From an optimization exercise on the open Yosys and OpenROAD flow, aimed at small area, a short achievable clock period and few clock cycles per item; shortcuts taken in it are not production practice. In this exercise RTL edits were held to simulation tests only and were not proved equivalent to the original.

==> design/flow/design.v <==
package lsc_pkg;
	localparam int COORD_BITS = 16;
	typedef logic signed [COORD_BITS-1:0] coord_t;
	typedef logic [1:0] cfg_idx_t;
	localparam cfg_idx_t REG_LEFT = 2'd0;
	localparam cfg_idx_t REG_RIGHT = 2'd1;
	localparam cfg_idx_t REG_BOTTOM = 2'd2;
	localparam cfg_idx_t REG_TOP = 2'd3;
	localparam coord_t WIN_LEFT_RST = -16'sd100;
	localparam coord_t WIN_RIGHT_RST = 16'sd100;
	localparam coord_t WIN_BOTTOM_RST = -16'sd100;
	localparam coord_t WIN_TOP_RST = 16'sd100;
endpackage
module lsc_divider #(
	parameter int PW = 1,
	parameter logic [15:0] CUT = 16'h0000,
	parameter bit CUT_IN = 1'b0
) (
	input logic clk,
	input logic arst_n,
	input logic adv,
	input logic vin,
	input logic [31:0] na,
	input logic [15:0] da,
	input logic [31:0] nb,
	input logic [15:0] db,
	input logic [PW-1:0] pin,
	output logic vout,
	output logic [15:0] qa,
	output logic rza,
	output logic [15:0] dao,
	output logic [15:0] qb,
	output logic rzb,
	output logic [15:0] dbo,
	output logic [PW-1:0] pout
);
	logic [15:0] ra_i [17];
	logic [15:0] la_i [17];
	logic [15:0] da_i [17];
	logic [15:0] rb_i [17];
	logic [15:0] lb_i [17];
	logic [15:0] db_i [17];
	logic v_i [17];
	logic [PW-1:0] p_i [17];
	logic [15:0] ra0, la0, da0, rb0, lb0, db0;
	logic v0;
	logic [PW-1:0] p0;
	if (CUT_IN) begin : g_in
		always_ff @(posedge clk or negedge arst_n) begin
			if (!arst_n) begin
				v0 <= 1'b0;
			end else if (adv) begin
				v0 <= vin;
			end
		end
		always_ff @(posedge clk) begin
			if (adv) begin
				{ra0, la0} <= na;
				da0 <= da;
				{rb0, lb0} <= nb;
				db0 <= db;
				p0 <= pin;
			end
		end
	end else begin : g_in_wire
		assign v0 = vin;
		assign {ra0, la0} = na;
		assign da0 = da;
		assign {rb0, lb0} = nb;
		assign db0 = db;
		assign p0 = pin;
	end
	assign ra_i[0] = ra0;
	assign la_i[0] = la0;
	assign da_i[0] = da0;
	assign rb_i[0] = rb0;
	assign lb_i[0] = lb0;
	assign db_i[0] = db0;
	assign v_i[0] = v0;
	assign p_i[0] = p0;
	for (genvar k = 0; k < 16; k++) begin : g_step
		logic [15:0] ra_o, la_o, rb_o, lb_o;
		logic [17:0] ta, tb;
		logic fa, fb;
		always_comb begin
			ta = {1'b0, ra_i[k], la_i[k][15]} - {2'b00, da_i[k]};
			fa = !ta[17];
			ra_o = fa ? ta[15:0] : {ra_i[k][14:0], la_i[k][15]};
			la_o = {la_i[k][14:0], fa};
			tb = {1'b0, rb_i[k], lb_i[k][15]} - {2'b00, db_i[k]};
			fb = !tb[17];
			rb_o = fb ? tb[15:0] : {rb_i[k][14:0], lb_i[k][15]};
			lb_o = {lb_i[k][14:0], fb};
		end
		if (CUT[k]) begin : g_reg
			logic v_q;
			logic [15:0] ra_q, la_q, da_q, rb_q, lb_q, db_q;
			logic [PW-1:0] p_q;
			always_ff @(posedge clk or negedge arst_n) begin
				if (!arst_n) begin
					v_q <= 1'b0;
				end else if (adv) begin
					v_q <= v_i[k];
				end
			end
			always_ff @(posedge clk) begin
				if (adv) begin
					ra_q <= ra_o;
					la_q <= la_o;
					da_q <= da_i[k];
					rb_q <= rb_o;
					lb_q <= lb_o;
					db_q <= db_i[k];
					p_q <= p_i[k];
				end
			end
			assign v_i[k+1] = v_q;
			assign ra_i[k+1] = ra_q;
			assign la_i[k+1] = la_q;
			assign da_i[k+1] = da_q;
			assign rb_i[k+1] = rb_q;
			assign lb_i[k+1] = lb_q;
			assign db_i[k+1] = db_q;
			assign p_i[k+1] = p_q;
		end else begin : g_wire
			assign v_i[k+1] = v_i[k];
			assign ra_i[k+1] = ra_o;
			assign la_i[k+1] = la_o;
			assign da_i[k+1] = da_i[k];
			assign rb_i[k+1] = rb_o;
			assign lb_i[k+1] = lb_o;
			assign db_i[k+1] = db_i[k];
			assign p_i[k+1] = p_i[k];
		end
	end
	assign vout = v_i[16];
	assign qa = la_i[16];
	assign rza = |ra_i[16];
	assign dao = da_i[16];
	assign qb = lb_i[16];
	assign rzb = |rb_i[16];
	assign dbo = db_i[16];
	assign pout = p_i[16];
endmodule
module lsc_mul16cs (input [15:0] a, input [15:0] b, output [31:0] ps, output [31:0] pc);
wire t1 = (a[13] & b[0]) ^ (a[12] & b[1]);
wire t2 = (a[13] & b[0]) & (a[12] & b[1]);
wire t3 = (a[14] & b[0]) ^ (a[13] & b[1]) ^ (a[12] & b[2]);
wire t4 = ((a[14] & b[0]) & (a[13] & b[1])) | ((a[14] & b[0]) & (a[12] & b[2])) | ((a[13] & b[1]) & (a[12] & b[2]));
wire t5 = (a[11] & b[3]) ^ (a[10] & b[4]);
wire t6 = (a[11] & b[3]) & (a[10] & b[4]);
wire t7 = (a[15] & b[0]) ^ (a[14] & b[1]) ^ (a[13] & b[2]);
wire t8 = ((a[15] & b[0]) & (a[14] & b[1])) | ((a[15] & b[0]) & (a[13] & b[2])) | ((a[14] & b[1]) & (a[13] & b[2]));
wire t9 = (a[12] & b[3]) ^ (a[11] & b[4]) ^ (a[10] & b[5]);
wire t10 = ((a[12] & b[3]) & (a[11] & b[4])) | ((a[12] & b[3]) & (a[10] & b[5])) | ((a[11] & b[4]) & (a[10] & b[5]));
wire t11 = (a[9] & b[6]) ^ (a[8] & b[7]);
wire t12 = (a[9] & b[6]) & (a[8] & b[7]);
wire t13 = (a[15] & b[1]) ^ (a[14] & b[2]) ^ (a[13] & b[3]);
wire t14 = ((a[15] & b[1]) & (a[14] & b[2])) | ((a[15] & b[1]) & (a[13] & b[3])) | ((a[14] & b[2]) & (a[13] & b[3]));
wire t15 = (a[12] & b[4]) ^ (a[11] & b[5]) ^ (a[10] & b[6]);
wire t16 = ((a[12] & b[4]) & (a[11] & b[5])) | ((a[12] & b[4]) & (a[10] & b[6])) | ((a[11] & b[5]) & (a[10] & b[6]));
wire t17 = (a[9] & b[7]) ^ (a[8] & b[8]);
wire t18 = (a[9] & b[7]) & (a[8] & b[8]);
wire t19 = (a[15] & b[2]) ^ (a[14] & b[3]) ^ (a[13] & b[4]);
wire t20 = ((a[15] & b[2]) & (a[14] & b[3])) | ((a[15] & b[2]) & (a[13] & b[4])) | ((a[14] & b[3]) & (a[13] & b[4]));
wire t21 = (a[12] & b[5]) ^ (a[11] & b[6]) ^ (a[10] & b[7]);
wire t22 = ((a[12] & b[5]) & (a[11] & b[6])) | ((a[12] & b[5]) & (a[10] & b[7])) | ((a[11] & b[6]) & (a[10] & b[7]));
wire t23 = (a[15] & b[3]) ^ (a[14] & b[4]) ^ (a[13] & b[5]);
wire t24 = ((a[15] & b[3]) & (a[14] & b[4])) | ((a[15] & b[3]) & (a[13] & b[5])) | ((a[14] & b[4]) & (a[13] & b[5]));
wire t25 = (a[9] & b[0]) ^ (a[8] & b[1]);
wire t26 = (a[9] & b[0]) & (a[8] & b[1]);
wire t27 = (a[10] & b[0]) ^ (a[9] & b[1]) ^ (a[8] & b[2]);
wire t28 = ((a[10] & b[0]) & (a[9] & b[1])) | ((a[10] & b[0]) & (a[8] & b[2])) | ((a[9] & b[1]) & (a[8] & b[2]));
wire t29 = (a[7] & b[3]) ^ (a[6] & b[4]);
wire t30 = (a[7] & b[3]) & (a[6] & b[4]);
wire t31 = (a[11] & b[0]) ^ (a[10] & b[1]) ^ (a[9] & b[2]);
wire t32 = ((a[11] & b[0]) & (a[10] & b[1])) | ((a[11] & b[0]) & (a[9] & b[2])) | ((a[10] & b[1]) & (a[9] & b[2]));
wire t33 = (a[8] & b[3]) ^ (a[7] & b[4]) ^ (a[6] & b[5]);
wire t34 = ((a[8] & b[3]) & (a[7] & b[4])) | ((a[8] & b[3]) & (a[6] & b[5])) | ((a[7] & b[4]) & (a[6] & b[5]));
wire t35 = (a[5] & b[6]) ^ (a[4] & b[7]);
wire t36 = (a[5] & b[6]) & (a[4] & b[7]);
wire t37 = (a[12] & b[0]) ^ (a[11] & b[1]) ^ (a[10] & b[2]);
wire t38 = ((a[12] & b[0]) & (a[11] & b[1])) | ((a[12] & b[0]) & (a[10] & b[2])) | ((a[11] & b[1]) & (a[10] & b[2]));
wire t39 = (a[9] & b[3]) ^ (a[8] & b[4]) ^ (a[7] & b[5]);
wire t40 = ((a[9] & b[3]) & (a[8] & b[4])) | ((a[9] & b[3]) & (a[7] & b[5])) | ((a[8] & b[4]) & (a[7] & b[5]));
wire t41 = (a[6] & b[6]) ^ (a[5] & b[7]) ^ (a[4] & b[8]);
wire t42 = ((a[6] & b[6]) & (a[5] & b[7])) | ((a[6] & b[6]) & (a[4] & b[8])) | ((a[5] & b[7]) & (a[4] & b[8]));
wire t43 = (a[3] & b[9]) ^ (a[2] & b[10]);
wire t44 = (a[3] & b[9]) & (a[2] & b[10]);
wire t45 = (a[11] & b[2]) ^ (a[10] & b[3]) ^ (a[9] & b[4]);
wire t46 = ((a[11] & b[2]) & (a[10] & b[3])) | ((a[11] & b[2]) & (a[9] & b[4])) | ((a[10] & b[3]) & (a[9] & b[4]));
wire t47 = (a[8] & b[5]) ^ (a[7] & b[6]) ^ (a[6] & b[7]);
wire t48 = ((a[8] & b[5]) & (a[7] & b[6])) | ((a[8] & b[5]) & (a[6] & b[7])) | ((a[7] & b[6]) & (a[6] & b[7]));
wire t49 = (a[5] & b[8]) ^ (a[4] & b[9]) ^ (a[3] & b[10]);
wire t50 = ((a[5] & b[8]) & (a[4] & b[9])) | ((a[5] & b[8]) & (a[3] & b[10])) | ((a[4] & b[9]) & (a[3] & b[10]));
wire t51 = (a[2] & b[11]) ^ (a[1] & b[12]) ^ (a[0] & b[13]);
wire t52 = ((a[2] & b[11]) & (a[1] & b[12])) | ((a[2] & b[11]) & (a[0] & b[13])) | ((a[1] & b[12]) & (a[0] & b[13]));
wire t53 = (a[9] & b[5]) ^ (a[8] & b[6]) ^ (a[7] & b[7]);
wire t54 = ((a[9] & b[5]) & (a[8] & b[6])) | ((a[9] & b[5]) & (a[7] & b[7])) | ((a[8] & b[6]) & (a[7] & b[7]));
wire t55 = (a[6] & b[8]) ^ (a[5] & b[9]) ^ (a[4] & b[10]);
wire t56 = ((a[6] & b[8]) & (a[5] & b[9])) | ((a[6] & b[8]) & (a[4] & b[10])) | ((a[5] & b[9]) & (a[4] & b[10]));
wire t57 = (a[3] & b[11]) ^ (a[2] & b[12]) ^ (a[1] & b[13]);
wire t58 = ((a[3] & b[11]) & (a[2] & b[12])) | ((a[3] & b[11]) & (a[1] & b[13])) | ((a[2] & b[12]) & (a[1] & b[13]));
wire t59 = (a[0] & b[14]) ^ t3 ^ t5;
wire t60 = ((a[0] & b[14]) & t3) | ((a[0] & b[14]) & t5) | (t3 & t5);
wire t61 = (a[7] & b[8]) ^ (a[6] & b[9]) ^ (a[5] & b[10]);
wire t62 = ((a[7] & b[8]) & (a[6] & b[9])) | ((a[7] & b[8]) & (a[5] & b[10])) | ((a[6] & b[9]) & (a[5] & b[10]));
wire t63 = (a[4] & b[11]) ^ (a[3] & b[12]) ^ (a[2] & b[13]);
wire t64 = ((a[4] & b[11]) & (a[3] & b[12])) | ((a[4] & b[11]) & (a[2] & b[13])) | ((a[3] & b[12]) & (a[2] & b[13]));
wire t65 = (a[1] & b[14]) ^ (a[0] & b[15]) ^ t7;
wire t66 = ((a[1] & b[14]) & (a[0] & b[15])) | ((a[1] & b[14]) & t7) | ((a[0] & b[15]) & t7);
wire t67 = t9 ^ t11 ^ t4;
wire t68 = (t9 & t11) | (t9 & t4) | (t11 & t4);
wire t69 = (a[7] & b[9]) ^ (a[6] & b[10]) ^ (a[5] & b[11]);
wire t70 = ((a[7] & b[9]) & (a[6] & b[10])) | ((a[7] & b[9]) & (a[5] & b[11])) | ((a[6] & b[10]) & (a[5] & b[11]));
wire t71 = (a[4] & b[12]) ^ (a[3] & b[13]) ^ (a[2] & b[14]);
wire t72 = ((a[4] & b[12]) & (a[3] & b[13])) | ((a[4] & b[12]) & (a[2] & b[14])) | ((a[3] & b[13]) & (a[2] & b[14]));
wire t73 = (a[1] & b[15]) ^ t13 ^ t15;
wire t74 = ((a[1] & b[15]) & t13) | ((a[1] & b[15]) & t15) | (t13 & t15);
wire t75 = t17 ^ t8 ^ t10;
wire t76 = (t17 & t8) | (t17 & t10) | (t8 & t10);
wire t77 = (a[9] & b[8]) ^ (a[8] & b[9]) ^ (a[7] & b[10]);
wire t78 = ((a[9] & b[8]) & (a[8] & b[9])) | ((a[9] & b[8]) & (a[7] & b[10])) | ((a[8] & b[9]) & (a[7] & b[10]));
wire t79 = (a[6] & b[11]) ^ (a[5] & b[12]) ^ (a[4] & b[13]);
wire t80 = ((a[6] & b[11]) & (a[5] & b[12])) | ((a[6] & b[11]) & (a[4] & b[13])) | ((a[5] & b[12]) & (a[4] & b[13]));
wire t81 = (a[3] & b[14]) ^ (a[2] & b[15]) ^ t19;
wire t82 = ((a[3] & b[14]) & (a[2] & b[15])) | ((a[3] & b[14]) & t19) | ((a[2] & b[15]) & t19);
wire t83 = t21 ^ t14 ^ t16;
wire t84 = (t21 & t14) | (t21 & t16) | (t14 & t16);
wire t85 = (a[12] & b[6]) ^ (a[11] & b[7]) ^ (a[10] & b[8]);
wire t86 = ((a[12] & b[6]) & (a[11] & b[7])) | ((a[12] & b[6]) & (a[10] & b[8])) | ((a[11] & b[7]) & (a[10] & b[8]));
wire t87 = (a[9] & b[9]) ^ (a[8] & b[10]) ^ (a[7] & b[11]);
wire t88 = ((a[9] & b[9]) & (a[8] & b[10])) | ((a[9] & b[9]) & (a[7] & b[11])) | ((a[8] & b[10]) & (a[7] & b[11]));
wire t89 = (a[6] & b[12]) ^ (a[5] & b[13]) ^ (a[4] & b[14]);
wire t90 = ((a[6] & b[12]) & (a[5] & b[13])) | ((a[6] & b[12]) & (a[4] & b[14])) | ((a[5] & b[13]) & (a[4] & b[14]));
wire t91 = (a[3] & b[15]) ^ t23 ^ t20;
wire t92 = ((a[3] & b[15]) & t23) | ((a[3] & b[15]) & t20) | (t23 & t20);
wire t93 = (a[15] & b[4]) ^ (a[14] & b[5]) ^ (a[13] & b[6]);
wire t94 = ((a[15] & b[4]) & (a[14] & b[5])) | ((a[15] & b[4]) & (a[13] & b[6])) | ((a[14] & b[5]) & (a[13] & b[6]));
wire t95 = (a[12] & b[7]) ^ (a[11] & b[8]) ^ (a[10] & b[9]);
wire t96 = ((a[12] & b[7]) & (a[11] & b[8])) | ((a[12] & b[7]) & (a[10] & b[9])) | ((a[11] & b[8]) & (a[10] & b[9]));
wire t97 = (a[9] & b[10]) ^ (a[8] & b[11]) ^ (a[7] & b[12]);
wire t98 = ((a[9] & b[10]) & (a[8] & b[11])) | ((a[9] & b[10]) & (a[7] & b[12])) | ((a[8] & b[11]) & (a[7] & b[12]));
wire t99 = (a[6] & b[13]) ^ (a[5] & b[14]) ^ (a[4] & b[15]);
wire t100 = ((a[6] & b[13]) & (a[5] & b[14])) | ((a[6] & b[13]) & (a[4] & b[15])) | ((a[5] & b[14]) & (a[4] & b[15]));
wire t101 = (a[15] & b[5]) ^ (a[14] & b[6]) ^ (a[13] & b[7]);
wire t102 = ((a[15] & b[5]) & (a[14] & b[6])) | ((a[15] & b[5]) & (a[13] & b[7])) | ((a[14] & b[6]) & (a[13] & b[7]));
wire t103 = (a[12] & b[8]) ^ (a[11] & b[9]) ^ (a[10] & b[10]);
wire t104 = ((a[12] & b[8]) & (a[11] & b[9])) | ((a[12] & b[8]) & (a[10] & b[10])) | ((a[11] & b[9]) & (a[10] & b[10]));
wire t105 = (a[9] & b[11]) ^ (a[8] & b[12]) ^ (a[7] & b[13]);
wire t106 = ((a[9] & b[11]) & (a[8] & b[12])) | ((a[9] & b[11]) & (a[7] & b[13])) | ((a[8] & b[12]) & (a[7] & b[13]));
wire t107 = (a[15] & b[6]) ^ (a[14] & b[7]) ^ (a[13] & b[8]);
wire t108 = ((a[15] & b[6]) & (a[14] & b[7])) | ((a[15] & b[6]) & (a[13] & b[8])) | ((a[14] & b[7]) & (a[13] & b[8]));
wire t109 = (a[12] & b[9]) ^ (a[11] & b[10]) ^ (a[10] & b[11]);
wire t110 = ((a[12] & b[9]) & (a[11] & b[10])) | ((a[12] & b[9]) & (a[10] & b[11])) | ((a[11] & b[10]) & (a[10] & b[11]));
wire t111 = (a[15] & b[7]) ^ (a[14] & b[8]) ^ (a[13] & b[9]);
wire t112 = ((a[15] & b[7]) & (a[14] & b[8])) | ((a[15] & b[7]) & (a[13] & b[9])) | ((a[14] & b[8]) & (a[13] & b[9]));
wire t113 = (a[6] & b[0]) ^ (a[5] & b[1]);
wire t114 = (a[6] & b[0]) & (a[5] & b[1]);
wire t115 = (a[7] & b[0]) ^ (a[6] & b[1]) ^ (a[5] & b[2]);
wire t116 = ((a[7] & b[0]) & (a[6] & b[1])) | ((a[7] & b[0]) & (a[5] & b[2])) | ((a[6] & b[1]) & (a[5] & b[2]));
wire t117 = (a[4] & b[3]) ^ (a[3] & b[4]);
wire t118 = (a[4] & b[3]) & (a[3] & b[4]);
wire t119 = (a[8] & b[0]) ^ (a[7] & b[1]) ^ (a[6] & b[2]);
wire t120 = ((a[8] & b[0]) & (a[7] & b[1])) | ((a[8] & b[0]) & (a[6] & b[2])) | ((a[7] & b[1]) & (a[6] & b[2]));
wire t121 = (a[5] & b[3]) ^ (a[4] & b[4]) ^ (a[3] & b[5]);
wire t122 = ((a[5] & b[3]) & (a[4] & b[4])) | ((a[5] & b[3]) & (a[3] & b[5])) | ((a[4] & b[4]) & (a[3] & b[5]));
wire t123 = (a[2] & b[6]) ^ (a[1] & b[7]);
wire t124 = (a[2] & b[6]) & (a[1] & b[7]);
wire t125 = (a[7] & b[2]) ^ (a[6] & b[3]) ^ (a[5] & b[4]);
wire t126 = ((a[7] & b[2]) & (a[6] & b[3])) | ((a[7] & b[2]) & (a[5] & b[4])) | ((a[6] & b[3]) & (a[5] & b[4]));
wire t127 = (a[4] & b[5]) ^ (a[3] & b[6]) ^ (a[2] & b[7]);
wire t128 = ((a[4] & b[5]) & (a[3] & b[6])) | ((a[4] & b[5]) & (a[2] & b[7])) | ((a[3] & b[6]) & (a[2] & b[7]));
wire t129 = (a[1] & b[8]) ^ (a[0] & b[9]) ^ t25;
wire t130 = ((a[1] & b[8]) & (a[0] & b[9])) | ((a[1] & b[8]) & t25) | ((a[0] & b[9]) & t25);
wire t131 = (a[5] & b[5]) ^ (a[4] & b[6]) ^ (a[3] & b[7]);
wire t132 = ((a[5] & b[5]) & (a[4] & b[6])) | ((a[5] & b[5]) & (a[3] & b[7])) | ((a[4] & b[6]) & (a[3] & b[7]));
wire t133 = (a[2] & b[8]) ^ (a[1] & b[9]) ^ (a[0] & b[10]);
wire t134 = ((a[2] & b[8]) & (a[1] & b[9])) | ((a[2] & b[8]) & (a[0] & b[10])) | ((a[1] & b[9]) & (a[0] & b[10]));
wire t135 = t27 ^ t29 ^ t26;
wire t136 = (t27 & t29) | (t27 & t26) | (t29 & t26);
wire t137 = (a[3] & b[8]) ^ (a[2] & b[9]) ^ (a[1] & b[10]);
wire t138 = ((a[3] & b[8]) & (a[2] & b[9])) | ((a[3] & b[8]) & (a[1] & b[10])) | ((a[2] & b[9]) & (a[1] & b[10]));
wire t139 = (a[0] & b[11]) ^ t31 ^ t33;
wire t140 = ((a[0] & b[11]) & t31) | ((a[0] & b[11]) & t33) | (t31 & t33);
wire t141 = t35 ^ t28 ^ t30;
wire t142 = (t35 & t28) | (t35 & t30) | (t28 & t30);
wire t143 = (a[1] & b[11]) ^ (a[0] & b[12]) ^ t37;
wire t144 = ((a[1] & b[11]) & (a[0] & b[12])) | ((a[1] & b[11]) & t37) | ((a[0] & b[12]) & t37);
wire t145 = t39 ^ t41 ^ t43;
wire t146 = (t39 & t41) | (t39 & t43) | (t41 & t43);
wire t147 = t32 ^ t34 ^ t36;
wire t148 = (t32 & t34) | (t32 & t36) | (t34 & t36);
wire t149 = t1 ^ t45 ^ t47;
wire t150 = (t1 & t45) | (t1 & t47) | (t45 & t47);
wire t151 = t49 ^ t51 ^ t38;
wire t152 = (t49 & t51) | (t49 & t38) | (t51 & t38);
wire t153 = t40 ^ t42 ^ t44;
wire t154 = (t40 & t42) | (t40 & t44) | (t42 & t44);
wire t155 = t2 ^ t53 ^ t55;
wire t156 = (t2 & t53) | (t2 & t55) | (t53 & t55);
wire t157 = t57 ^ t59 ^ t46;
wire t158 = (t57 & t59) | (t57 & t46) | (t59 & t46);
wire t159 = t48 ^ t50 ^ t52;
wire t160 = (t48 & t50) | (t48 & t52) | (t50 & t52);
wire t161 = t6 ^ t61 ^ t63;
wire t162 = (t6 & t61) | (t6 & t63) | (t61 & t63);
wire t163 = t65 ^ t67 ^ t54;
wire t164 = (t65 & t67) | (t65 & t54) | (t67 & t54);
wire t165 = t56 ^ t58 ^ t60;
wire t166 = (t56 & t58) | (t56 & t60) | (t58 & t60);
wire t167 = t12 ^ t69 ^ t71;
wire t168 = (t12 & t69) | (t12 & t71) | (t69 & t71);
wire t169 = t73 ^ t75 ^ t62;
wire t170 = (t73 & t75) | (t73 & t62) | (t75 & t62);
wire t171 = t64 ^ t66 ^ t68;
wire t172 = (t64 & t66) | (t64 & t68) | (t66 & t68);
wire t173 = t18 ^ t77 ^ t79;
wire t174 = (t18 & t77) | (t18 & t79) | (t77 & t79);
wire t175 = t81 ^ t83 ^ t70;
wire t176 = (t81 & t83) | (t81 & t70) | (t83 & t70);
wire t177 = t72 ^ t74 ^ t76;
wire t178 = (t72 & t74) | (t72 & t76) | (t74 & t76);
wire t179 = t22 ^ t85 ^ t87;
wire t180 = (t22 & t85) | (t22 & t87) | (t85 & t87);
wire t181 = t89 ^ t91 ^ t78;
wire t182 = (t89 & t91) | (t89 & t78) | (t91 & t78);
wire t183 = t80 ^ t82 ^ t84;
wire t184 = (t80 & t82) | (t80 & t84) | (t82 & t84);
wire t185 = t24 ^ t93 ^ t95;
wire t186 = (t24 & t93) | (t24 & t95) | (t93 & t95);
wire t187 = t97 ^ t99 ^ t86;
wire t188 = (t97 & t99) | (t97 & t86) | (t99 & t86);
wire t189 = t88 ^ t90 ^ t92;
wire t190 = (t88 & t90) | (t88 & t92) | (t90 & t92);
wire t191 = (a[6] & b[14]) ^ (a[5] & b[15]) ^ t101;
wire t192 = ((a[6] & b[14]) & (a[5] & b[15])) | ((a[6] & b[14]) & t101) | ((a[5] & b[15]) & t101);
wire t193 = t103 ^ t105 ^ t94;
wire t194 = (t103 & t105) | (t103 & t94) | (t105 & t94);
wire t195 = t96 ^ t98 ^ t100;
wire t196 = (t96 & t98) | (t96 & t100) | (t98 & t100);
wire t197 = (a[9] & b[12]) ^ (a[8] & b[13]) ^ (a[7] & b[14]);
wire t198 = ((a[9] & b[12]) & (a[8] & b[13])) | ((a[9] & b[12]) & (a[7] & b[14])) | ((a[8] & b[13]) & (a[7] & b[14]));
wire t199 = (a[6] & b[15]) ^ t107 ^ t109;
wire t200 = ((a[6] & b[15]) & t107) | ((a[6] & b[15]) & t109) | (t107 & t109);
wire t201 = t102 ^ t104 ^ t106;
wire t202 = (t102 & t104) | (t102 & t106) | (t104 & t106);
wire t203 = (a[12] & b[10]) ^ (a[11] & b[11]) ^ (a[10] & b[12]);
wire t204 = ((a[12] & b[10]) & (a[11] & b[11])) | ((a[12] & b[10]) & (a[10] & b[12])) | ((a[11] & b[11]) & (a[10] & b[12]));
wire t205 = (a[9] & b[13]) ^ (a[8] & b[14]) ^ (a[7] & b[15]);
wire t206 = ((a[9] & b[13]) & (a[8] & b[14])) | ((a[9] & b[13]) & (a[7] & b[15])) | ((a[8] & b[14]) & (a[7] & b[15]));
wire t207 = t111 ^ t108 ^ t110;
wire t208 = (t111 & t108) | (t111 & t110) | (t108 & t110);
wire t209 = (a[15] & b[8]) ^ (a[14] & b[9]) ^ (a[13] & b[10]);
wire t210 = ((a[15] & b[8]) & (a[14] & b[9])) | ((a[15] & b[8]) & (a[13] & b[10])) | ((a[14] & b[9]) & (a[13] & b[10]));
wire t211 = (a[12] & b[11]) ^ (a[11] & b[12]) ^ (a[10] & b[13]);
wire t212 = ((a[12] & b[11]) & (a[11] & b[12])) | ((a[12] & b[11]) & (a[10] & b[13])) | ((a[11] & b[12]) & (a[10] & b[13]));
wire t213 = (a[9] & b[14]) ^ (a[8] & b[15]) ^ t112;
wire t214 = ((a[9] & b[14]) & (a[8] & b[15])) | ((a[9] & b[14]) & t112) | ((a[8] & b[15]) & t112);
wire t215 = (a[15] & b[9]) ^ (a[14] & b[10]) ^ (a[13] & b[11]);
wire t216 = ((a[15] & b[9]) & (a[14] & b[10])) | ((a[15] & b[9]) & (a[13] & b[11])) | ((a[14] & b[10]) & (a[13] & b[11]));
wire t217 = (a[12] & b[12]) ^ (a[11] & b[13]) ^ (a[10] & b[14]);
wire t218 = ((a[12] & b[12]) & (a[11] & b[13])) | ((a[12] & b[12]) & (a[10] & b[14])) | ((a[11] & b[13]) & (a[10] & b[14]));
wire t219 = (a[15] & b[10]) ^ (a[14] & b[11]) ^ (a[13] & b[12]);
wire t220 = ((a[15] & b[10]) & (a[14] & b[11])) | ((a[15] & b[10]) & (a[13] & b[12])) | ((a[14] & b[11]) & (a[13] & b[12]));
wire t221 = (a[4] & b[0]) ^ (a[3] & b[1]);
wire t222 = (a[4] & b[0]) & (a[3] & b[1]);
wire t223 = (a[5] & b[0]) ^ (a[4] & b[1]) ^ (a[3] & b[2]);
wire t224 = ((a[5] & b[0]) & (a[4] & b[1])) | ((a[5] & b[0]) & (a[3] & b[2])) | ((a[4] & b[1]) & (a[3] & b[2]));
wire t225 = (a[2] & b[3]) ^ (a[1] & b[4]);
wire t226 = (a[2] & b[3]) & (a[1] & b[4]);
wire t227 = (a[4] & b[2]) ^ (a[3] & b[3]) ^ (a[2] & b[4]);
wire t228 = ((a[4] & b[2]) & (a[3] & b[3])) | ((a[4] & b[2]) & (a[2] & b[4])) | ((a[3] & b[3]) & (a[2] & b[4]));
wire t229 = (a[1] & b[5]) ^ (a[0] & b[6]) ^ t113;
wire t230 = ((a[1] & b[5]) & (a[0] & b[6])) | ((a[1] & b[5]) & t113) | ((a[0] & b[6]) & t113);
wire t231 = (a[2] & b[5]) ^ (a[1] & b[6]) ^ (a[0] & b[7]);
wire t232 = ((a[2] & b[5]) & (a[1] & b[6])) | ((a[2] & b[5]) & (a[0] & b[7])) | ((a[1] & b[6]) & (a[0] & b[7]));
wire t233 = t115 ^ t117 ^ t114;
wire t234 = (t115 & t117) | (t115 & t114) | (t117 & t114);
wire t235 = (a[0] & b[8]) ^ t119 ^ t121;
wire t236 = ((a[0] & b[8]) & t119) | ((a[0] & b[8]) & t121) | (t119 & t121);
wire t237 = t123 ^ t116 ^ t118;
wire t238 = (t123 & t116) | (t123 & t118) | (t116 & t118);
wire t239 = t125 ^ t127 ^ t129;
wire t240 = (t125 & t127) | (t125 & t129) | (t127 & t129);
wire t241 = t120 ^ t122 ^ t124;
wire t242 = (t120 & t122) | (t120 & t124) | (t122 & t124);
wire t243 = t131 ^ t133 ^ t135;
wire t244 = (t131 & t133) | (t131 & t135) | (t133 & t135);
wire t245 = t126 ^ t128 ^ t130;
wire t246 = (t126 & t128) | (t126 & t130) | (t128 & t130);
wire t247 = t137 ^ t139 ^ t141;
wire t248 = (t137 & t139) | (t137 & t141) | (t139 & t141);
wire t249 = t132 ^ t134 ^ t136;
wire t250 = (t132 & t134) | (t132 & t136) | (t134 & t136);
wire t251 = t143 ^ t145 ^ t147;
wire t252 = (t143 & t145) | (t143 & t147) | (t145 & t147);
wire t253 = t138 ^ t140 ^ t142;
wire t254 = (t138 & t140) | (t138 & t142) | (t140 & t142);
wire t255 = t149 ^ t151 ^ t153;
wire t256 = (t149 & t151) | (t149 & t153) | (t151 & t153);
wire t257 = t144 ^ t146 ^ t148;
wire t258 = (t144 & t146) | (t144 & t148) | (t146 & t148);
wire t259 = t155 ^ t157 ^ t159;
wire t260 = (t155 & t157) | (t155 & t159) | (t157 & t159);
wire t261 = t150 ^ t152 ^ t154;
wire t262 = (t150 & t152) | (t150 & t154) | (t152 & t154);
wire t263 = t161 ^ t163 ^ t165;
wire t264 = (t161 & t163) | (t161 & t165) | (t163 & t165);
wire t265 = t156 ^ t158 ^ t160;
wire t266 = (t156 & t158) | (t156 & t160) | (t158 & t160);
wire t267 = t167 ^ t169 ^ t171;
wire t268 = (t167 & t169) | (t167 & t171) | (t169 & t171);
wire t269 = t162 ^ t164 ^ t166;
wire t270 = (t162 & t164) | (t162 & t166) | (t164 & t166);
wire t271 = t173 ^ t175 ^ t177;
wire t272 = (t173 & t175) | (t173 & t177) | (t175 & t177);
wire t273 = t168 ^ t170 ^ t172;
wire t274 = (t168 & t170) | (t168 & t172) | (t170 & t172);
wire t275 = t179 ^ t181 ^ t183;
wire t276 = (t179 & t181) | (t179 & t183) | (t181 & t183);
wire t277 = t174 ^ t176 ^ t178;
wire t278 = (t174 & t176) | (t174 & t178) | (t176 & t178);
wire t279 = t185 ^ t187 ^ t189;
wire t280 = (t185 & t187) | (t185 & t189) | (t187 & t189);
wire t281 = t180 ^ t182 ^ t184;
wire t282 = (t180 & t182) | (t180 & t184) | (t182 & t184);
wire t283 = t191 ^ t193 ^ t195;
wire t284 = (t191 & t193) | (t191 & t195) | (t193 & t195);
wire t285 = t186 ^ t188 ^ t190;
wire t286 = (t186 & t188) | (t186 & t190) | (t188 & t190);
wire t287 = t197 ^ t199 ^ t201;
wire t288 = (t197 & t199) | (t197 & t201) | (t199 & t201);
wire t289 = t192 ^ t194 ^ t196;
wire t290 = (t192 & t194) | (t192 & t196) | (t194 & t196);
wire t291 = t203 ^ t205 ^ t207;
wire t292 = (t203 & t205) | (t203 & t207) | (t205 & t207);
wire t293 = t198 ^ t200 ^ t202;
wire t294 = (t198 & t200) | (t198 & t202) | (t200 & t202);
wire t295 = t209 ^ t211 ^ t213;
wire t296 = (t209 & t211) | (t209 & t213) | (t211 & t213);
wire t297 = t204 ^ t206 ^ t208;
wire t298 = (t204 & t206) | (t204 & t208) | (t206 & t208);
wire t299 = (a[9] & b[15]) ^ t215 ^ t217;
wire t300 = ((a[9] & b[15]) & t215) | ((a[9] & b[15]) & t217) | (t215 & t217);
wire t301 = t210 ^ t212 ^ t214;
wire t302 = (t210 & t212) | (t210 & t214) | (t212 & t214);
wire t303 = (a[12] & b[13]) ^ (a[11] & b[14]) ^ (a[10] & b[15]);
wire t304 = ((a[12] & b[13]) & (a[11] & b[14])) | ((a[12] & b[13]) & (a[10] & b[15])) | ((a[11] & b[14]) & (a[10] & b[15]));
wire t305 = t219 ^ t216 ^ t218;
wire t306 = (t219 & t216) | (t219 & t218) | (t216 & t218);
wire t307 = (a[15] & b[11]) ^ (a[14] & b[12]) ^ (a[13] & b[13]);
wire t308 = ((a[15] & b[11]) & (a[14] & b[12])) | ((a[15] & b[11]) & (a[13] & b[13])) | ((a[14] & b[12]) & (a[13] & b[13]));
wire t309 = (a[12] & b[14]) ^ (a[11] & b[15]) ^ t220;
wire t310 = ((a[12] & b[14]) & (a[11] & b[15])) | ((a[12] & b[14]) & t220) | ((a[11] & b[15]) & t220);
wire t311 = (a[15] & b[12]) ^ (a[14] & b[13]) ^ (a[13] & b[14]);
wire t312 = ((a[15] & b[12]) & (a[14] & b[13])) | ((a[15] & b[12]) & (a[13] & b[14])) | ((a[14] & b[13]) & (a[13] & b[14]));
wire t313 = (a[3] & b[0]) ^ (a[2] & b[1]);
wire t314 = (a[3] & b[0]) & (a[2] & b[1]);
wire t315 = (a[2] & b[2]) ^ (a[1] & b[3]) ^ (a[0] & b[4]);
wire t316 = ((a[2] & b[2]) & (a[1] & b[3])) | ((a[2] & b[2]) & (a[0] & b[4])) | ((a[1] & b[3]) & (a[0] & b[4]));
wire t317 = (a[0] & b[5]) ^ t223 ^ t225;
wire t318 = ((a[0] & b[5]) & t223) | ((a[0] & b[5]) & t225) | (t223 & t225);
wire t319 = t227 ^ t229 ^ t224;
wire t320 = (t227 & t229) | (t227 & t224) | (t229 & t224);
wire t321 = t231 ^ t233 ^ t228;
wire t322 = (t231 & t233) | (t231 & t228) | (t233 & t228);
wire t323 = t235 ^ t237 ^ t232;
wire t324 = (t235 & t237) | (t235 & t232) | (t237 & t232);
wire t325 = t239 ^ t241 ^ t236;
wire t326 = (t239 & t241) | (t239 & t236) | (t241 & t236);
wire t327 = t243 ^ t245 ^ t240;
wire t328 = (t243 & t245) | (t243 & t240) | (t245 & t240);
wire t329 = t247 ^ t249 ^ t244;
wire t330 = (t247 & t249) | (t247 & t244) | (t249 & t244);
wire t331 = t251 ^ t253 ^ t248;
wire t332 = (t251 & t253) | (t251 & t248) | (t253 & t248);
wire t333 = t255 ^ t257 ^ t252;
wire t334 = (t255 & t257) | (t255 & t252) | (t257 & t252);
wire t335 = t259 ^ t261 ^ t256;
wire t336 = (t259 & t261) | (t259 & t256) | (t261 & t256);
wire t337 = t263 ^ t265 ^ t260;
wire t338 = (t263 & t265) | (t263 & t260) | (t265 & t260);
wire t339 = t267 ^ t269 ^ t264;
wire t340 = (t267 & t269) | (t267 & t264) | (t269 & t264);
wire t341 = t271 ^ t273 ^ t268;
wire t342 = (t271 & t273) | (t271 & t268) | (t273 & t268);
wire t343 = t275 ^ t277 ^ t272;
wire t344 = (t275 & t277) | (t275 & t272) | (t277 & t272);
wire t345 = t279 ^ t281 ^ t276;
wire t346 = (t279 & t281) | (t279 & t276) | (t281 & t276);
wire t347 = t283 ^ t285 ^ t280;
wire t348 = (t283 & t285) | (t283 & t280) | (t285 & t280);
wire t349 = t287 ^ t289 ^ t284;
wire t350 = (t287 & t289) | (t287 & t284) | (t289 & t284);
wire t351 = t291 ^ t293 ^ t288;
wire t352 = (t291 & t293) | (t291 & t288) | (t293 & t288);
wire t353 = t295 ^ t297 ^ t292;
wire t354 = (t295 & t297) | (t295 & t292) | (t297 & t292);
wire t355 = t299 ^ t301 ^ t296;
wire t356 = (t299 & t301) | (t299 & t296) | (t301 & t296);
wire t357 = t303 ^ t305 ^ t300;
wire t358 = (t303 & t305) | (t303 & t300) | (t305 & t300);
wire t359 = t307 ^ t309 ^ t304;
wire t360 = (t307 & t309) | (t307 & t304) | (t309 & t304);
wire t361 = (a[12] & b[15]) ^ t311 ^ t308;
wire t362 = ((a[12] & b[15]) & t311) | ((a[12] & b[15]) & t308) | (t311 & t308);
wire t363 = (a[15] & b[13]) ^ (a[14] & b[14]) ^ (a[13] & b[15]);
wire t364 = ((a[15] & b[13]) & (a[14] & b[14])) | ((a[15] & b[13]) & (a[13] & b[15])) | ((a[14] & b[14]) & (a[13] & b[15]));
wire t365 = (a[2] & b[0]) ^ (a[1] & b[1]);
wire t366 = (a[2] & b[0]) & (a[1] & b[1]);
wire t367 = (a[1] & b[2]) ^ (a[0] & b[3]) ^ t313;
wire t368 = ((a[1] & b[2]) & (a[0] & b[3])) | ((a[1] & b[2]) & t313) | ((a[0] & b[3]) & t313);
wire t369 = t221 ^ t315 ^ t314;
wire t370 = (t221 & t315) | (t221 & t314) | (t315 & t314);
wire t371 = t222 ^ t317 ^ t316;
wire t372 = (t222 & t317) | (t222 & t316) | (t317 & t316);
wire t373 = t226 ^ t319 ^ t318;
wire t374 = (t226 & t319) | (t226 & t318) | (t319 & t318);
wire t375 = t230 ^ t321 ^ t320;
wire t376 = (t230 & t321) | (t230 & t320) | (t321 & t320);
wire t377 = t234 ^ t323 ^ t322;
wire t378 = (t234 & t323) | (t234 & t322) | (t323 & t322);
wire t379 = t238 ^ t325 ^ t324;
wire t380 = (t238 & t325) | (t238 & t324) | (t325 & t324);
wire t381 = t242 ^ t327 ^ t326;
wire t382 = (t242 & t327) | (t242 & t326) | (t327 & t326);
wire t383 = t246 ^ t329 ^ t328;
wire t384 = (t246 & t329) | (t246 & t328) | (t329 & t328);
wire t385 = t250 ^ t331 ^ t330;
wire t386 = (t250 & t331) | (t250 & t330) | (t331 & t330);
wire t387 = t254 ^ t333 ^ t332;
wire t388 = (t254 & t333) | (t254 & t332) | (t333 & t332);
wire t389 = t258 ^ t335 ^ t334;
wire t390 = (t258 & t335) | (t258 & t334) | (t335 & t334);
wire t391 = t262 ^ t337 ^ t336;
wire t392 = (t262 & t337) | (t262 & t336) | (t337 & t336);
wire t393 = t266 ^ t339 ^ t338;
wire t394 = (t266 & t339) | (t266 & t338) | (t339 & t338);
wire t395 = t270 ^ t341 ^ t340;
wire t396 = (t270 & t341) | (t270 & t340) | (t341 & t340);
wire t397 = t274 ^ t343 ^ t342;
wire t398 = (t274 & t343) | (t274 & t342) | (t343 & t342);
wire t399 = t278 ^ t345 ^ t344;
wire t400 = (t278 & t345) | (t278 & t344) | (t345 & t344);
wire t401 = t282 ^ t347 ^ t346;
wire t402 = (t282 & t347) | (t282 & t346) | (t347 & t346);
wire t403 = t286 ^ t349 ^ t348;
wire t404 = (t286 & t349) | (t286 & t348) | (t349 & t348);
wire t405 = t290 ^ t351 ^ t350;
wire t406 = (t290 & t351) | (t290 & t350) | (t351 & t350);
wire t407 = t294 ^ t353 ^ t352;
wire t408 = (t294 & t353) | (t294 & t352) | (t353 & t352);
wire t409 = t298 ^ t355 ^ t354;
wire t410 = (t298 & t355) | (t298 & t354) | (t355 & t354);
wire t411 = t302 ^ t357 ^ t356;
wire t412 = (t302 & t357) | (t302 & t356) | (t357 & t356);
wire t413 = t306 ^ t359 ^ t358;
wire t414 = (t306 & t359) | (t306 & t358) | (t359 & t358);
wire t415 = t310 ^ t361 ^ t360;
wire t416 = (t310 & t361) | (t310 & t360) | (t361 & t360);
wire t417 = t312 ^ t363 ^ t362;
wire t418 = (t312 & t363) | (t312 & t362) | (t363 & t362);
wire t419 = (a[15] & b[14]) ^ (a[14] & b[15]) ^ t364;
wire t420 = ((a[15] & b[14]) & (a[14] & b[15])) | ((a[15] & b[14]) & t364) | ((a[14] & b[15]) & t364);
wire [31:0] r0 = {1'b0, (a[15] & b[15]), t419, t417, t415, t413, t411, t409, t407, t405, t403, t401, t399, t397, t395, t393, t391, t389, t387, t385, t383, t381, t379, t377, t375, t373, t371, t369, t367, (a[0] & b[2]), (a[1] & b[0]), (a[0] & b[0])};
wire [31:0] r1 = {1'b0, t420, t418, t416, t414, t412, t410, t408, t406, t404, t402, t400, t398, t396, t394, t392, t390, t388, t386, t384, t382, t380, t378, t376, t374, t372, t370, t368, t366, t365, (a[0] & b[1]), 1'b0};
assign ps = r0;
assign pc = r1;
endmodule
module line_segment_clipper (
	input logic clk,
	input logic arst_n,
	input logic in_valid,
	output logic in_stall,
	input lsc_pkg::coord_t start_x,
	input lsc_pkg::coord_t start_y,
	input lsc_pkg::coord_t end_x,
	input lsc_pkg::coord_t end_y,
	output logic out_valid,
	input logic out_stall,
	output logic visible,
	output lsc_pkg::coord_t clip_start_x,
	output lsc_pkg::coord_t clip_start_y,
	output lsc_pkg::coord_t clip_end_x,
	output lsc_pkg::coord_t clip_end_y,
	input logic cfg_write,
	input lsc_pkg::cfg_idx_t cfg_index,
	input lsc_pkg::coord_t cfg_data
);
	localparam logic [15:0] DIV_CUT = 16'b0010_1010_1010_1010;
	localparam int PW = 32 + 9;
	logic [15:0] win_l, win_r, win_b, win_t;
	always_ff @(posedge clk or negedge arst_n) begin
		if (!arst_n) begin
			win_l <= lsc_pkg::WIN_LEFT_RST;
			win_r <= lsc_pkg::WIN_RIGHT_RST;
			win_b <= lsc_pkg::WIN_BOTTOM_RST;
			win_t <= lsc_pkg::WIN_TOP_RST;
		end else if (cfg_write) begin
			case (cfg_index)
				lsc_pkg::REG_LEFT: win_l <= cfg_data;
				lsc_pkg::REG_RIGHT: win_r <= cfg_data;
				lsc_pkg::REG_BOTTOM: win_b <= cfg_data;
				lsc_pkg::REG_TOP: win_t <= cfg_data;
				default: ;
			endcase
		end
	end
	logic ov_q;
	logic adv;
	assign adv = !ov_q || !out_stall;
	assign in_stall = !adv;
	function automatic logic [15+16+16+5:0] axis_prep(logic [15:0] c0, logic [15:0] c1,
		logic [15:0] lo, logic [15:0] hi);
		logic signed [16:0] d, nd, e_lo, e_hi, x_hi, x_lo, en, ex;
		logic neg, zero, enpos, clamp, rej;
		logic [15:0] ad, den, en_c, ex_c;
		d = $signed({c1[15], c1}) - $signed({c0[15], c0});
		nd = $signed({c0[15], c0}) - $signed({c1[15], c1});
		e_lo = $signed({lo[15], lo}) - $signed({c0[15], c0});
		e_hi = $signed({c0[15], c0}) - $signed({hi[15], hi});
		x_hi = $signed({hi[15], hi}) - $signed({c0[15], c0});
		x_lo = $signed({c0[15], c0}) - $signed({lo[15], lo});
		neg = d[16];
		zero = (c0 == c1);
		ad = neg ? nd[15:0] : d[15:0];
		en = neg ? e_hi : e_lo;
		ex = neg ? x_lo : x_hi;
		clamp = neg ? ($signed(c1) >= $signed(lo)) : ($signed(hi) >= $signed(c1));
		if (zero) begin
			den = 16'd1;
			en_c = 16'd0;
			ex_c = 16'd1;
			enpos = 1'b0;
			clamp = 1'b1;
			rej = (!e_lo[16] && e_lo != 17'd0) || x_hi[16];
		end else begin
			den = ad;
			en_c = en[16] ? 16'd0 : en[15:0];
			ex_c = clamp ? ad : ex[15:0];
			enpos = !en[16] && en != 17'd0;
			rej = ex[16];
		end
		axis_prep = {den, en_c, ex_c, neg, zero, enpos, clamp, rej};
	endfunction
	logic v1;
	logic [15:0] x0_1, y0_1;
	logic [15:0] denx_1, enx_1, exx_1, deny_1, eny_1, exy_1;
	logic negx_1, zerox_1, enposx_1, clampx_1, negy_1, zeroy_1, enposy_1, clampy_1, rej_1;
	always_ff @(posedge clk or negedge arst_n) begin
		if (!arst_n) v1 <= 1'b0;
		else if (adv) v1 <= in_valid;
	end
	logic [52:0] prepx, prepy;
	assign prepx = axis_prep(start_x, end_x, win_l, win_r);
	assign prepy = axis_prep(start_y, end_y, win_b, win_t);
	always_ff @(posedge clk) begin
		if (adv) begin
			x0_1 <= start_x;
			y0_1 <= start_y;
			{denx_1, enx_1, exx_1, negx_1, zerox_1, enposx_1, clampx_1} <= prepx[52:1];
			{deny_1, eny_1, exy_1, negy_1, zeroy_1, enposy_1, clampy_1} <= prepy[52:1];
			rej_1 <= prepx[0] | prepy[0];
		end
	end
	logic v2;
	logic [15:0] x0_2, y0_2, denx_2, deny_2;
	logic negx_2, zerox_2, enposx_2, clampx_2, negy_2, zeroy_2, enposy_2, clampy_2, rej_2;
	logic [63:0] pa_2, pb_2, pc_2, pd_2;
	logic [31:0] pa, pb, pc, pd;
	assign pa = pa_2[63:32] + pa_2[31:0];
	assign pb = pb_2[63:32] + pb_2[31:0];
	assign pc = pc_2[63:32] + pc_2[31:0];
	assign pd = pd_2[63:32] + pd_2[31:0];
	always_ff @(posedge clk or negedge arst_n) begin
		if (!arst_n) v2 <= 1'b0;
		else if (adv) v2 <= v1;
	end
	logic [63:0] ma, mb, mc, md;
	lsc_mul16cs u_ma (.a(enx_1), .b(deny_1), .ps(ma[63:32]), .pc(ma[31:0]));
	lsc_mul16cs u_mb (.a(eny_1), .b(denx_1), .ps(mb[63:32]), .pc(mb[31:0]));
	lsc_mul16cs u_mc (.a(exx_1), .b(deny_1), .ps(mc[63:32]), .pc(mc[31:0]));
	lsc_mul16cs u_md (.a(exy_1), .b(denx_1), .ps(md[63:32]), .pc(md[31:0]));
	always_ff @(posedge clk) begin
		if (adv) begin
			x0_2 <= x0_1;
			y0_2 <= y0_1;
			denx_2 <= denx_1;
			deny_2 <= deny_1;
			{negx_2, zerox_2, enposx_2, clampx_2} <= {negx_1, zerox_1, enposx_1, clampx_1};
			{negy_2, zeroy_2, enposy_2, clampy_2} <= {negy_1, zeroy_1, enposy_1, clampy_1};
			rej_2 <= rej_1 || (enx_1 > exx_1) || (eny_1 > exy_1);
			pa_2 <= ma;
			pb_2 <= mb;
			pc_2 <= mc;
			pd_2 <= md;
		end
	end
	logic sel_e, sel_x, vis_2;
	logic [31:0] ne, nx;
	logic [15:0] de, dx;
	always_comb begin
		sel_e = pa >= pb;
		sel_x = pc <= pd;
		vis_2 = !rej_2 && (pa <= pd) && (pb <= pc);
		ne = sel_e ? pa : pb;
		de = sel_e ? denx_2 : deny_2;
		nx = sel_x ? pc : pd;
		dx = sel_x ? denx_2 : deny_2;
	end
	logic vd;
	logic [15:0] qe_c, qx_c, dx_c, qe, qx, dx_d;
	logic vd_c, rze_c, rzx_c;
	logic [PW-1:0] pay_c;
	logic rze, rzx;
	logic [PW-1:0] pay;
	lsc_divider #(.PW(PW), .CUT(DIV_CUT), .CUT_IN(1'b1)) u_div (
		.clk(clk), .arst_n(arst_n), .adv(adv),
		.vin(v2), .na(ne), .da(de), .nb(nx), .db(dx),
		.pin({x0_2, y0_2, sel_e, sel_x, negx_2, negy_2, zerox_2, zeroy_2,
			sel_e ? enposx_2 : enposy_2, sel_x ? clampx_2 : clampy_2, vis_2}),
		.vout(vd_c), .qa(qe_c), .rza(rze_c), .dao(), .qb(qx_c), .rzb(rzx_c), .dbo(dx_c),
		.pout(pay_c)
	);
	always_ff @(posedge clk or negedge arst_n) begin
		if (!arst_n) vd <= 1'b0;
		else if (adv) vd <= vd_c;
	end
	always_ff @(posedge clk) begin
		if (adv) begin
			qe <= qe_c;
			rze <= rze_c;
			qx <= qx_c;
			rzx <= rzx_c;
			dx_d <= dx_c;
			pay <= pay_c;
		end
	end
	function automatic logic [15:0] round_pt(logic [15:0] base, logic [15:0] q, logic rnz,
		logic neg, logic zero);
		logic [16:0] qq, s0, s1;
		logic inc;
		qq = neg ? {1'b1, ~q} : {1'b0, q};
		s0 = {base[15], base} + qq;
		s1 = {base[15], base} + qq + 17'd1;
		inc = (neg && !rnz) || (rnz && s0[16]);
		round_pt = zero ? base : (inc ? s1[15:0] : s0[15:0]);
	endfunction
	logic [15:0] px0, py0;
	logic psel_e, psel_x, pnegx, pnegy, pzerox, pzeroy, penpos_e, pclamp_x, pvis;
	logic [64:0] res;
	always_comb begin
		logic [15:0] oe, ox, ee, ex, sx, sy, ex_, ey_, dd, ob_e, ob_x, sb_x;
		logic on_e, oz_e, on_x, oz_x, sn_x, sz_x, sc_x, sn_e, sp_e;
		{px0, py0, psel_e, psel_x, pnegx, pnegy, pzerox, pzeroy,
			penpos_e, pclamp_x, pvis} = pay;
		ob_e = psel_e ? py0 : px0;
		on_e = psel_e ? pnegy : pnegx;
		oz_e = psel_e ? pzeroy : pzerox;
		oe = round_pt(ob_e, qe, rze, on_e, oz_e);
		sp_e = penpos_e;
		sn_e = psel_e ? pnegx : pnegy;
		ee = !sp_e ? (psel_e ? px0 : py0)
			: psel_e ? (sn_e ? win_r : win_l) : (sn_e ? win_t : win_b);
		sx = psel_e ? ee : oe;
		sy = psel_e ? oe : ee;
		ob_x = psel_x ? py0 : px0;
		on_x = psel_x ? pnegy : pnegx;
		oz_x = psel_x ? pzeroy : pzerox;
		ox = round_pt(ob_x, qx, rzx, on_x, oz_x);
		sb_x = psel_x ? px0 : py0;
		sn_x = psel_x ? pnegx : pnegy;
		sz_x = psel_x ? pzerox : pzeroy;
		sc_x = pclamp_x;
		dd = sz_x ? 16'd0 : dx_d;
		ex = sc_x ? (sn_x ? sb_x - dd : sb_x + dd)
			: psel_x ? (sn_x ? win_l : win_r) : (sn_x ? win_b : win_t);
		ex_ = psel_x ? ex : ox;
		ey_ = psel_x ? ox : ex;
		res = pvis ? {1'b1, sx, sy, ex_, ey_} : 65'd0;
	end
	logic [64:0] or_q;
	always_ff @(posedge clk or negedge arst_n) begin
		if (!arst_n) ov_q <= 1'b0;
		else if (adv) ov_q <= vd;
	end
	always_ff @(posedge clk) begin
		if (adv) or_q <= res;
	end
	assign out_valid = ov_q;
	assign {visible, clip_start_x, clip_start_y, clip_end_x, clip_end_y} = or_q;
endmodule
==> design/flow/flow/run.sh <==
#!/bin/bash
set -euo pipefail
bash standard.sh SETUP_SLACK_MARGIN=5.7 finish > standard.log 2>&1
==> design/flow/standard.sh <==
#!/bin/bash
# synth_recipe.tcl (not shown) runs the flow's synth.tcl, then flattens the netlist and writes it again
# the make line also repeats each setting of config.mk as NAME=value (left out here)
make -C /OpenROAD-flow-scripts/flow DESIGN_CONFIG=/design/flow/config.mk WORK_HOME=/design/flow/orfs CLKGATE_MAP_FILE= SYNTH_SCRIPT=/design/flow/synth_recipe.tcl "${@:-finish}"
==> design/flow/config.mk <==
export PLATFORM = sky130hd
export DESIGN_NAME = line_segment_clipper
export DESIGN_NICKNAME = line_segment_clipper
export VERILOG_FILES = /design/flow/design.v
export SDC_FILE = /design/flow/constraint.sdc
export NUM_CORES = 4
export LEC_CHECK = 0
export ABC_AREA = 1
export CAP_MARGIN = 20
export CORE_MARGIN = 2
export CORE_UTILIZATION = 65
export SLEW_MARGIN = 20
==> design/flow/constraint.sdc <==
create_clock -name core_clock -period 10.0 [get_ports {clk}]
set_input_delay 2.0000 -clock core_clock [delete_from_list [all_inputs] [get_ports {clk}]]
set_output_delay 2.0000 -clock core_clock [all_outputs]
set_load 0.01 [all_outputs]
==> results of run 1 <==
==> timing repair <==
action | 4_1_cts | 5_1_grt
setup endpoints to repair | 786 | 745
hold endpoints to repair | 0 | 0
cloned | 38 | 63
gates resized for setup | 487 | 1022
pin swaps | 57 | 293
buffers inserted | 162 | 282
==> cell type report <==
class | count | area (um^2) | share of cell area
antenna | 12 | 30.0 | 0.000183
clock buffer | 219 | 4880 | 0.0298
clock inverter | 133 | 1630 | 0.00995
inverter | 3298 | 12600 | 0.0766
multi-input combinational | 11200 | 80000 | 0.488
sequential | 1782 | 53200 | 0.324
tap | 2854 | 3570 | 0.0218
timing repair buffer | 758 | 8030 | 0.0490
timing repair inverter | 16 | 150 | 0.000915
==> sequential cells by signal (all words and copies together), names as in the netlist, 65 cells and up <==
name and count:
u_div.g_step.g_reg.lb_q 112, u_div.g_step.g_reg.ra_q 112, u_div.g_step.g_reg.la_q 112, u_div.g_step.g_reg.db_q 112, u_div.g_step.g_reg.da_q 112, or_q 65
u_div.g_step.g_reg.rb_q 112, u_div.g_step.g_reg.p_q 287
==> logic make-up after synthesis <==
logic type / after synthesis / share of synthesized area
AO/OA/AOI/OAI: 2571 / 0.0983
multiplexers: 4 / 0.000290
buffers and inverters: 3769 / 0.101
XOR/XNOR: 634 / 0.0391
flip-flops: 1782 / 0.374
adder cells (fa/ha/maj): 1987 / 0.219
AND/OR/NAND/NOR: 5943 / 0.169
==> path summary, 6_finish.rpt <==
check	startpoint	end
max in group asynchronous	arst_n	win_t[11]
max reg2reg	pb_2[1]	u_div.p0[2]
max	pb_2[1]	u_div.p0[2]
min	y0_2[4]	u_div.p0[13]
min reg2reg	y0_2[4]	u_div.p0[13]
min in group asynchronous	arst_n	u_div.v0
==> metal layers <==
layer	global-route usage	part of all wire	up-vias
met2	0.623	0.44	7358
met4	0.235	0.076	26
met1	0.516	0.37	57200
met5	0	0.00041	-
met3	0.0839	0.11	1846
li1	-	-	54600
==> synth_stat cells (23+ instances only) <==
cell type     n  share of area
buf_2        73         0.0026
xnor2_1     235          0.014
nand3_1     576          0.020
o211ai_1     37         0.0020
a211oi_1     23         0.0012
o21ai_0     945          0.033
inv_1      3273          0.086
a21boi_0     48         0.0025
nor3_1      137         0.0048
or2_2        39         0.0017
a31oi_1      49         0.0022
o21a_1       38         0.0020
nand3b_1     33         0.0017
a21o_1       59         0.0031
dfrtp_1      46         0.0081
clkbuf_1    350         0.0092
fa_1        831           0.12
nand4_1     100         0.0044
dfstp_2      30         0.0055
xor2_1      399          0.025
a21oi_1    1146          0.040
o21bai_1     62         0.0033
nor2_1      752          0.020
ha_1       1156           0.10
edfxtp_1   1706           0.36
nand2_1    4219           0.11
o21ai_1      56         0.0020
o31ai_1      44         0.0023
nor4_1       30         0.0013
==> metrics by stage <==
stage / setup WS, ns / cell area, um^2
global route: 5.38 / 164000
finish: 5.42 / 164000
detailed placement: 3.53 / 146000
floorplan: 3.32 / 142000
global placement: 3.52 / 146000
CTS: 5.56 / 156000
==> metrics.md, run 1 <==
| Metric | Value |
|---|---|
| Status | complete, no violations |
| Clk sink count | 1782 |
| Worst skew pair latency | around 0.9 ns |
| Core Box Area | between 200000 and 250000 um^2 |
| Most frequent cells in the layout | nand2_1 (4087), inv_1 (3224), edfxtp_1 (1706) |
| Max-slew headroom | 0.140 |
| Register-to-Register Path Depth | 22 |
| Number of synthesized flops with an enable pin | 1706 |
| Area Growth Syn to Fin | 15.4% |
| First-pass GRT wire length | 670000 um |
| Hold slack | 0.384 ns |
| All-Layer GR Usage | 0.399 |
| Die width | 472 um |
| Dpl cells | around 19000 |
| Synth Flop Type | edfxtp_1 |
| CP Cell Sequence | ha_1 -> inv_1 -> fa_2 -> o21ai_2 -> nand2_1 -> nand2_2 -> a31oi_1 -> o21ai_2 -> nand4_1 -> nand3_1 -> nand2_2 -> ha_1 -> nand3_1 -> nor3_2 -> nand2_1 -> inv_1 -> nand4_1 -> nand3_4 -> buf_16 -> clkinvlp_4 -> nand2_2 -> nand2_2 |
| Worst-Margin Slew | ~1.3 ns |
| CTS buffer count | 189 |
| Period utilization | 0.458 |
| Post-synthesis sequential area ratio | 0.374 |
| Slew Viols, Final | 0 |
| Pre-antenna DRT Iters | 12 |
| Crit. End Element | register |
| Clk_skew | ~0.068 ns |
| Req. time, crit path | 10.60 ns |
| DR iter-0 viols | approximately 14000 |
| CTS hold repair buffers | 0 |
| WS Path Type | register to register |
| Crit path top cell by count | nand2_2 |
| Hold Path Depth | 0 |
| Yosys warns | 10 |
| Crit-path slowest cell | fa_2 |
| Critical path peak fanout | 6 |
| Critical path arrival | 5.18 ns |
| # rows | 171 |
| Initial Util | 0.654 |
| Worst R2R Setup Slack | 5.42 ns |
| Final core utilization | 0.755 |
| Pin count of the biggest net entering global routing | approximately 180 |
| CP max stage delay | 0.39 ns |
| Clock transition at path regs | 0.06 ns |
| Filler instances | 14700 |
| CP top delay family | simple AND/OR/NAND/NOR gates |
| Post-synth cell types | 64 |
| Mapped Nets | 18800 |
| Vias | 121000 |
| Die height | 472 um |
| CTS max path bufs | 3 |
| Routed wire length | 474000 um |
| Routed Antenna Nets | 0 |
| Gpl congestion | 1.06 |
| Maximum clock rate | around 220 MHz |
| # H-tree levels | 4 |
| Syn_area_per_cell | between 8 and 9 um^2 |
| Worst path bufs/invs | 4 |
| Cell Area, Synth | around 140000 um^2 |
| Nets | about 19000 |
| WP depth | 22 |
| RSZ-0062 raised after global routing | true |
| Grt ovf | 0 |
| Drt drc | 0 |
| DIE AREA | 223000 um^2 |
| TNS Setup | 0 ns |
| Layout cells sized above 1 | 0.114 |
| Fin cells | 20200 |
| Min Tclk post-route | about 4.6 ns |
| Routed len/inst | 23.4 um |
| Initial antenna violation count | 26 |
| Final Hold Vio Count | 0 |
| Root buf cell | clkbuf_16 |
| Mapped Cells | between 15000 and 20000 |
| Number of I/O pins | 154 |
| CP Launch Type | register |
| Vias per cell | 5.98 |
| Hold Crit Class | register to register |
| Max cap viols | 0 |
| Register bit count reported by yosys | about 1800 |
| Vias in the first global route | 114000 |
| # port buffers | 153 |
| Detailed Place HPWL | 330000 um |
| Most common cell after layout, fill and taps aside | nand2_1 |
| Async SR Flop Fraction | 0.0426 |
| CTS tree | done |
| Final number of setup-violating endpoints | 0 |
Testbench counts, summed over its fixed seeds: cycles 34,536, segments 33,600.
==> inputs of run 2 (changes only) <==
==> design/flow/flow/run.sh (replaced) <==
#!/bin/bash
set -euo pipefail
bash standard.sh SETUP_SLACK_MARGIN=5.45 finish > standard.log 2>&1
==> metrics.md, run 2 <==
| Metric | Value |
|---|---|
| Status | complete, no violations |
| Clk sink count | 1782 (unchanged) |
| Grt ovf | 0 (unchanged) |
| Crit. End Element | register |
| Most instantiated cells after synthesis | nand2_1 (4219), inv_1 (3273), edfxtp_1 (1706) |
| # port buffers | 153 (unchanged) |
| Critical path origin | pb_2[4] |
| Syn_area_per_cell | 8.52 um^2 (unchanged) |
| Vias per cell | 5.85 (-2.1%) |
| Cell Area, Synth | 142000 um^2 (unchanged) |
| Pin count of the biggest net entering global routing | 184 (unchanged) |
| Max cap viols | 0 (unchanged) |
| HP Start | u_div.g_step[11].g_reg.p_q[4] |
| Gpl congestion | 1.06 (unchanged) |
| Synth area leaders | edfxtp_1 (36%), fa_1 (12%), nand2_1 (11%) |
| WS Path Type | register to register |
| Min Tclk post-route | 4.56 ns (-0.0198 ns) |
| Hold slack | 0.387 ns (+0.00257 ns) |
| CTS tree | done |
| Yosys top cell by area | edfxtp_1 |
| Vias in the first global route | 112000 (-1.6%) |
| Drt drc | 0 (unchanged) |
| Final Hold Vio Count | 0 (unchanged) |
| Largest reg by FF count | u_div.g_step.g_reg.p_q |
| RR Endpoint | u_div.la0[5] |
| Worst-Margin Slew | 1.32 ns (+0.0443 ns) |
| Mapped Cells | 16700 (unchanged) |
| # H-tree levels | 4 (unchanged) |
| Root buf cell | clkbuf_16 |
| Critical path peak fanout | 22 (+16) |
| Synth Flop Type | edfxtp_1 |
| Most frequent cell after synthesis | nand2_1 |
| Dpl cell area | 146000 um^2 (unchanged) |
| Worst R2R Setup Slack | 5.44 ns (+0.02 ns) |
| CP Cell Sequence | ha_1 -> a21oi_1 -> o21ai_2 -> nand2_1 -> nand2_2 -> a21o_1 -> nand2_1 -> nand2_1 -> xnor2_1 -> ha_1 -> a21oi_1 -> o21a_1 -> o221ai_1 -> a21oi_1 -> nand3_4 -> buf_4 -> clkbuf_16 -> o21ai_1 |
| Synth top area share | 0.360 (unchanged) |
| Pre-antenna DRT Iters | 9 (-3) |
| TNS Setup | 0 ns (unchanged) |
| Initial antenna violation count | 28 (+7.7%) |
| CP max stage delay | 0.79 ns (+0.40 ns) |
| Die width | 472 um (unchanged) |
| Area Growth Syn to Fin | 10.6% |
| All-Layer GR Usage | 0.390 (-0.00899) |
| Max-slew headroom | 0.110 (-0.0299) |
| # rows | 171 (unchanged) |
| Req. time, crit path | 10.63 ns (+0.03 ns) |
| Maximum clock rate | 219 MHz (+0.44%) |
| Clock transition at path regs | 0.06 ns (about the same) |
| Register-to-Register Path Depth | 18 (-18%) |
| Async SR Flop Fraction | 0.0426 (unchanged) |
| Slew Viols, Final | 0 (unchanged) |
| DR iter-0 viols | 13000 (-9.0%) |
| Post-Layout Inst Area | 157000 um^2 (-4.1%) |
| Post-synth cell types | 64 (unchanged) |
| Vias | 117000 (-3.6%) |
| Final number of setup-violating endpoints | 0 (unchanged) |
| Die height | 472 um (unchanged) |
| Post-synthesis sequential area ratio | 0.374 (unchanged) |
| Worst skew pair latency | 0.90 ns (about the same) |
| Routed len/inst | 22.3 um (-4.8%) |
| Nets | 19000 (-1.6%) |
| Register bit count reported by yosys | 1782 (unchanged) |
| First-pass GRT wire length | 657000 um (-2.0%) |
| Most common cell after layout, fill and taps aside | nand2_1 |
| Most frequent cells in the layout | nand2_1 (4182), inv_1 (3264), edfxtp_1 (1706) |
| Setup crit end | u_div.la0[5] |
| Critical path arrival | 5.19 ns (about the same) |
| Initial Util | 0.654 (unchanged) |
| CTS buffer count | 189 (unchanged) |
| Layout cells sized above 1 | 0.0645 (-0.0496) |
| CTS max path bufs | 3 (unchanged) |
| Clk_skew | 0.0618 ns (-0.00590 ns) |
| R2R Path Start | pb_2[4] |
| Routed Antenna Nets | 0 (unchanged) |
| Routed wire length | 444000 um (-6.3%) |
| Mapped Nets | 18800 (unchanged) |
| RSZ-0062 raised after global routing | true |
| Crit-path slowest cell | xnor2_1 |
| Period utilization | 0.456 (-0.00199) |
| Number of I/O pins | 154 (unchanged) |
| Hold Crit Class | register to register |
| Final core utilization | 0.723 (-0.0312) |
| Number of synthesized flops with an enable pin | 1706 (unchanged) |
| Max reg flops | 287 (unchanged) |
| Yosys warns | 10 (unchanged) |
| Core Box Area | 217000 um^2 (unchanged) |
| DIE AREA | 223000 um^2 (unchanged) |
| CP Launch Type | register |
| Detailed Place HPWL | 330000 um (unchanged) |
## run 2: how the worst min path moves through the flow
stage                                          endpoint  slack [ns]  depth (start not counted)
after floorplan                                clampx_2        0.40                          0
after global placement    u_div.g_step[5].g_reg.p_q[12]        0.40                          0
after detailed placement                         negx_2        0.40                          0
after CTS                  u_div.g_step[5].g_reg.p_q[1]        0.37                          0
after global routing       u_div.g_step[5].g_reg.p_q[2]        0.38                          0
final                     u_div.g_step[13].g_reg.p_q[4]        0.39                          0
## run 2: per-stage QoR
step / instances / setup WS [ns]
after floorplan: 16700 / 3.32
after global placement: 19300 / 3.52
after detailed placement: 19300 / 3.53
after CTS: 19800 / 5.40
after global routing: 19900 / 5.34
final: 19900 / 5.44
## run 2: worst max-delay path: cells and delay by family (launching register included)
kind / cells / cell delay (ns)
compound gates: 8 / 1.51
xor+xnor: 1 / 0.79
fa+ha+maj: 2 / 0.74
buf+inv: 2 / 0.38
flops: 1 / 0.37
simple gates: 5 / 0.51
## run 2: final cells by class
class | count | area [um^2]
well taps | 2854 | 3570
flip-flops and latches | 1782 | 53200
clock buffers | 219 | 4880
clock inverters | 133 | 1630
repair buffers | 483 | 4870
inverters | 3298 | 12500
diodes | 7 | 17.5
fillers | 16200 | 60100
repair inverters | 2 | 16.3
multi-input cells | 11200 | 76600
## run 2: logic make-up after synthesis
kind of cell    after synthesis  synth area share
xor+xnor                    634            0.0391
compound gates             2571            0.0983
fa+ha+maj                  1987             0.219
buf+inv                    3769             0.101
simple gates               5943             0.169
mux                           4          0.000290
flops                      1782             0.374
## run 2: per-layer routing
metal	vias up	GRT usage	wire (um)
met1	55000	0.511	169000
met2	6304	0.614	200000
met3	1390	0.0738	45300
met5	-	0	167
met4	24	0.216	29300
li1	54000	-	-
## run 2: what timing repair did
action | CTS | global route
setup buffers | 54 | 151
cloned | 15 | 23
hold buffers | 0 | 0
pin swaps | 11 | 67
endpoints found under the setup margin | 741 | 724
gates resized for setup | 221 | 393

==> static timing again, ports no longer ideal <==
No port has a modelled driver above. Below, the same layouts with a new extraction and two added sets of constraints. Step 1 assumes that a clkbuf_16 drives the clock port and a buf_2 every other input. Step 2, shift: input delay + t, output delay - t, t = (earliest + latest rising clock arrival at the registers) / 2. This alone moves slack from input paths to output paths. a / b / c = ideal / step 1 / step 2; a / b = the first two.
| run | shift t [ns] | setup WS [ns] | latest minus earliest clock arrival (ns) | slew at the worst register clock pin (ns) |
|---|---|---|---|---|
| run 1 | 0.978 | 5.420 / 5.420 / 4.825 | 0.073 / 0.072 | 0.07 / 0.07 |
| run 2 | 0.975 | 5.440 / 5.440 / 4.624 | 0.067 / 0.068 | 0.08 / 0.08 |
After both steps every run listed still meets setup and hold. For run 2, which loses most, drivers alone change the setup slack by 0.000 ns; drivers and shift together by -0.816 ns.
